Context: an optimization exercise on an open-source flow, tuned for small area. The choices shown serve that exercise and are no tape-out recipe. Only simulation tests tie the RTL to the original design; equivalence was not proved. No driver is modelled on the clock port, so clocking that relies on it looks cheaper here than on a real chip. Power is estimated from default activity; no workload was simulated.

// ppm_image_stream_decoder_unit
module ppm_image_stream_decoder_unit
(
  input  wire logic        clk,
  input  wire logic        rst,
  input  wire logic        byte_valid,
  output logic             byte_stall,
  input  wire logic [9:0]  byte_data,
  output logic             result_valid,
  input  wire logic        result_stall,
  output logic [101:0]     result_data
);
  localparam logic [3:0] S_IDLE  = 4'd0;
  localparam logic [3:0] S_BYTE  = 4'd1;
  localparam logic [3:0] S_EOFS  = 4'd2;
  localparam logic [3:0] S_ACC   = 4'd3;
  localparam logic [3:0] S_CHK   = 4'd4;
  localparam logic [3:0] S_EMIT  = 4'd5;
  localparam logic [3:0] S_MUL   = 4'd8;
  localparam logic [3:0] S_XFER  = 4'd9;
  localparam logic [3:0] S_DIV   = 4'd10;
  localparam logic [3:0] S_ZPRE  = 4'd11;
  localparam logic [3:0] S_ADV   = 4'd12;
  localparam logic [3:0] S_ZPOST = 4'd13;
  localparam logic [2:0] PH_MAGIC  = 3'd0;
  localparam logic [2:0] PH_WIDTH  = 3'd1;
  localparam logic [2:0] PH_HEIGHT = 3'd2;
  localparam logic [2:0] PH_MAXVAL = 3'd3;
  localparam logic [2:0] PH_PIXELS = 3'd4;
  localparam logic [2:0] PH_STOP   = 3'd5;
  localparam logic [1:0] R_NONE = 2'd0;
  localparam logic [1:0] R_HDR  = 2'd1;
  localparam logic [1:0] R_PIX  = 2'd2;
  localparam logic [1:0] R_ERR  = 2'd3;
  localparam logic [2:0] ERR_MAGIC      = 3'd0;
  localparam logic [2:0] ERR_INTEGER    = 3'd1;
  localparam logic [2:0] ERR_SIZE       = 3'd2;
  localparam logic [2:0] ERR_MAXVAL     = 3'd3;
  localparam logic [2:0] ERR_RANGE      = 3'd4;
  localparam logic [2:0] ERR_INCOMPLETE = 3'd5;
  logic [3:0]  st;
  logic [3:0]  cnt;
  logic        ev;            
  logic [2:0]  phase;
  logic        bin_fmt, in_comment, cr_seen;
  logic        tok_started, tok_neg, tok_invalid, tok_digits, tok_ovf;
  logic [15:0] tok_val;
  logic [2:0]  mul_dl;        
  logic [1:0]  mul_cy;
  logic        size_zero;
  logic [15:0] width_n, height_n, column, row;
  logic [7:0]  maxv_n;
  wire  [7:0]  maxv = ~maxv_n;
  ...
clock: 8.0 ns
lec_check: 0
cap_margin: 20
core_margin: 2
core_utilization: 65
cts_buf_list: sky130_fd_sc_hd__clkbuf_4 sky130_fd_sc_hd__clkbuf_8
slew_margin: 20
standard.sh (not shown) runs the stock make flow with config.mk's settings and CLKGATE_MAP_FILE= SYNTH_SCRIPT=/design/flow/synth_recipe.tcl, a recipe that flattens the netlist after the stock synthesis.
==> flow/flow/run.sh <==
#!/bin/bash
# The standard layout, except that the port buffers use the smallest
# buffer cell (sky130_fd_sc_hd__buf_1) instead of the one buffer_ports picks.
export BUFFER_PORTS_ARGS="-buffer_cell sky130_fd_sc_hd__buf_1"
bash standard.sh > standard.log 2>&1
Change:
--- a/flow/config.mk
+++ b/flow/config.mk
@@ -9,4 +9,5 @@
 export CORE_MARGIN = 2
 export CORE_UTILIZATION = 65
-export CTS_BUF_LIST = sky130_fd_sc_hd__clkbuf_4 sky130_fd_sc_hd__clkbuf_8
+export CTS_BUF_LIST = sky130_fd_sc_hd__clkbuf_8
+export CTS_CLUSTER_SIZE = 30
 export SLEW_MARGIN = 20
What happened:
- The changed run completed with no timing, DRC or antenna violations
- global-route usage stays flat
- worst hold slack hardly moves
- fmax barely changes
- clock skew is about the same
- area after synthesis is unchanged
- register-to-register slack stays flat
- combinational power hardly moves
- wire length rises by 0.33%
- via count rises by 1.2%


ppm_image_stream_decoder_unit, a different RTL version from the one above (not shown whole).
For scale: ~600 cells after synthesis, about 120 I/O pins, about 6900 sq um of cells after synthesis.
Settings: LEC_CHECK=0, CAP_MARGIN=0, CORE_MARGIN=2, CORE_UTILIZATION=65, GPL_TIMING_DRIVEN=0, SLEW_MARGIN=0; clock period 8.0 ns.
==> flow/flow/run.sh <==
#!/bin/bash
# The standard layout (standard.sh) with three changes:
#  - the port buffers use the smallest buffer cell (BUFFER_PORTS_ARGS);
#  - the clock tree is built by flow/manual_cts.tcl (sourced by ORFS's cts.tcl
#    as its PRE_CTS_TCL hook): a root buffer and one leaf buffer per region
#    of flip-flops, all flip-flops two buffers from the clock port;
#  - synthesis maps the logic with flow/abc_map.script, an area-oriented ABC
#    script, in place of ORFS's abc_speed.script. All other scripts are
#    ORFS's own, copied unchanged.
# Each tool's output goes to standard.log (and ORFS's own logs under orfs/).
set -e
export BUFFER_PORTS_ARGS="-buffer_cell sky130_fd_sc_hd__buf_1"
export PRE_CTS_TCL="$PWD/flow/manual_cts.tcl"
export MCTS_NX=4 MCTS_NY=4 MCTS_LEAF=sky130_fd_sc_hd__clkbuf_4 MCTS_ROOT=sky130_fd_sc_hd__clkbuf_8
rm -rf scripts_copy
cp -r "$FLOW_HOME/scripts" scripts_copy
cp flow/abc_map.script scripts_copy/abc_speed.script
sed "s|make -C |make SCRIPTS_DIR=$PWD/scripts_copy -C |" standard.sh > standard_abc.sh
bash standard_abc.sh > standard.log 2>&1
==> flow/flow/manual_cts.tcl <==
# Sourced by ORFS's cts.tcl before clock_tree_synthesis (PRE_CTS_TCL).
# Builds a two-level clock tree by hand: the clock port drives one root
# buffer, which drives one leaf buffer per region of the placed flip-flops
# (the flip-flops are split into MCTS_NX columns by x, each column into
# MCTS_NY groups by y). Every flip-flop is two buffers from the port, so the
# tree is balanced. clock_tree_synthesis is then told to skip these nets.
proc manual_cts { nx ny leafbuf rootbuf } {
  set db [ord::get_db]
  set block [ord::get_db_block]
  set clk [$block findNet clk]
  set leafm [$db findMaster $leafbuf]
  set rootm [$db findMaster $rootbuf]
  set sinks {}
  foreach it [$clk getITerms] {
    set bb [[$it getInst] getBBox]
    lappend sinks [list $it [expr {([$bb xMin] + [$bb xMax]) / 2}] \
                     [expr {([$bb yMin] + [$bb yMax]) / 2}]]
  }
  set n [llength $sinks]
  set byx [lsort -integer -index 1 $sinks]
  set groups {}
  for {set i 0} {$i < $nx} {incr i} {
    set col [lrange $byx [expr {$i * $n / $nx}] [expr {($i + 1) * $n / $nx - 1}]]
    set m [llength $col]
    set byy [lsort -integer -index 2 $col]
    for {set j 0} {$j < $ny} {incr j} {
      lappend groups [lrange $byy [expr {$j * $m / $ny}] [expr {($j + 1) * $m / $ny - 1}]]
    }
  }
  set rootnet [odb::dbNet_create $block clk_root]
  $rootnet setSigType CLOCK
  set root [odb::dbInst_create $block $rootm clkbuf_root]
  [$root findITerm A] connect $clk
  [$root findITerm X] connect $rootnet
  set skip [list clk clk_root]
  set k 0
  set sx 0
  set sy 0
  foreach g $groups {
    set net [odb::dbNet_create $block clk_leaf_$k]
    $net setSigType CLOCK
    lappend skip clk_leaf_$k
    set leaf [odb::dbInst_create $block $leafm clkbuf_leaf_$k]
    [$leaf findITerm A] connect $rootnet
    [$leaf findITerm X] connect $net
    set gx 0
    set gy 0
    foreach s $g {
      set it [lindex $s 0]
      $it disconnect
      $it connect $net
      incr gx [lindex $s 1]
      incr gy [lindex $s 2]
    }
    set gx [expr {$gx / [llength $g]}]
    set gy [expr {$gy / [llength $g]}]
    $leaf setLocation $gx $gy
    $leaf setPlacementStatus PLACED
    incr sx $gx
    incr sy $gy
    incr k
  }
  $root setLocation [expr {$sx / $k}] [expr {$sy / $k}]
  $root setPlacementStatus PLACED
  set_cts_config -skip_nets $skip
  set_propagated_clock [all_clocks]
  puts "manual_cts: $n flip-flops, $k leaf buffers ($leafbuf), root $rootbuf"
}
manual_cts $::env(MCTS_NX) $::env(MCTS_NY) $::env(MCTS_LEAF) $::env(MCTS_ROOT)
Other scripts of this flow, unchanged in this note and not shown: flow/flow/abc_map.script
The starting point completed without violations.
Change:
--- a/flow/config.mk
+++ b/flow/config.mk
@@ -7,3 +7,3 @@
 export LEC_CHECK = 0
-export CAP_MARGIN = 0
+export CAP_MARGIN = 20
 export CORE_MARGIN = 2
@@ -11,2 +11,2 @@
 export GPL_TIMING_DRIVEN = 0
-export SLEW_MARGIN = 0
+export SLEW_MARGIN = 20
Setup slack gets worse by 46 ps.
Wire length is higher by 0.67%.
Die area is unchanged.
Change:
--- a/flow/config.mk
+++ b/flow/config.mk
@@ -7,6 +7,5 @@
 export LEC_CHECK = 0
-export CAP_MARGIN = 20
+export CAP_MARGIN = 0
 export CORE_MARGIN = 2
 export CORE_UTILIZATION = 65
-export GPL_TIMING_DRIVEN = 0
-export SLEW_MARGIN = 20
+export SLEW_MARGIN = 0
Wire length fell by 3.2%.
Clock skew barely changes.
Die area is unchanged.
Total power fell by 1.9%.
Change:
--- a/flow/flow/run.sh
+++ b/flow/flow/run.sh
@@ -13,3 +13,3 @@
 export PRE_CTS_TCL="$PWD/flow/manual_cts.tcl"
-export MCTS_NX=4 MCTS_NY=4 MCTS_LEAF=sky130_fd_sc_hd__clkbuf_4 MCTS_ROOT=sky130_fd_sc_hd__clkbuf_8
+export MCTS_NX=5 MCTS_NY=4 MCTS_LEAF=sky130_fd_sc_hd__clkbuf_4 MCTS_ROOT=sky130_fd_sc_hd__clkbuf_8
 rm -rf scripts_copy
--- a/flow/config.mk
+++ b/flow/config.mk
@@ -7,5 +7,5 @@
 export LEC_CHECK = 0
-export CAP_MARGIN = 0
+export CAP_MARGIN = 20
 export CORE_MARGIN = 2
 export CORE_UTILIZATION = 65
-export SLEW_MARGIN = 0
+export SLEW_MARGIN = 20
=> The changed run finished clean. Final cell count goes up by 0.46%. Via count rose by 1.1%. Wire length goes up by 1.5%. Power rose by 1.7%. Utilization came out higher by 0.29 points. Die area stays the same. Setup slack barely changes. Design area climbs by 0.39%. Worst hold slack got worse by 5.9 ps. Critical path depth stays the same.

[afterwards: timing with drivers on the ports]
No port has a modelled driver above. Below, the same layouts with a new extraction and two added sets of constraints. Step 1 assumes that a clkbuf_16 drives the clock port and a buf_2 every other input. Step 2 also shifts input and output timing later by t, the mid clock arrival at the registers, as if the neighbouring blocks saw the same clock. Slacks: no drivers / after step 1 / after step 2; pairs: no drivers / after step 1.
run | t (ns) | setup slack, ns | latest minus earliest clock arrival (ns) | worst slew at a driven data input, ns | cell pins on the clock port's net
the first run of note 1 | 0.493 | 0.317 / 0.317 / 0.317 | 0.018 / 0.017 | 0.03 | 1
the second run of note 1 | 0.491 | 0.324 / 0.324 / 0.324 | 0.017 / 0.017 | 0.03 | 1
the first run of note 2 | 0.464 | 0.317 / 0.317 / 0.317 | 0.025 / 0.025 | 0.04 | 1
the second run of note 2 | 0.467 | 0.271 / 0.271 / 0.271 | 0.028 / 0.028 | 0.04 | 1
the third run of note 2 | 0.463 | 0.316 / 0.316 / 0.316 | 0.026 / 0.026 | 0.04 | 1
the fourth run of note 2 | 0.478 | 0.318 / 0.318 / 0.318 | 0.019 / 0.020 | 0.04 | 1
After both steps setup and hold are still met in every run listed.
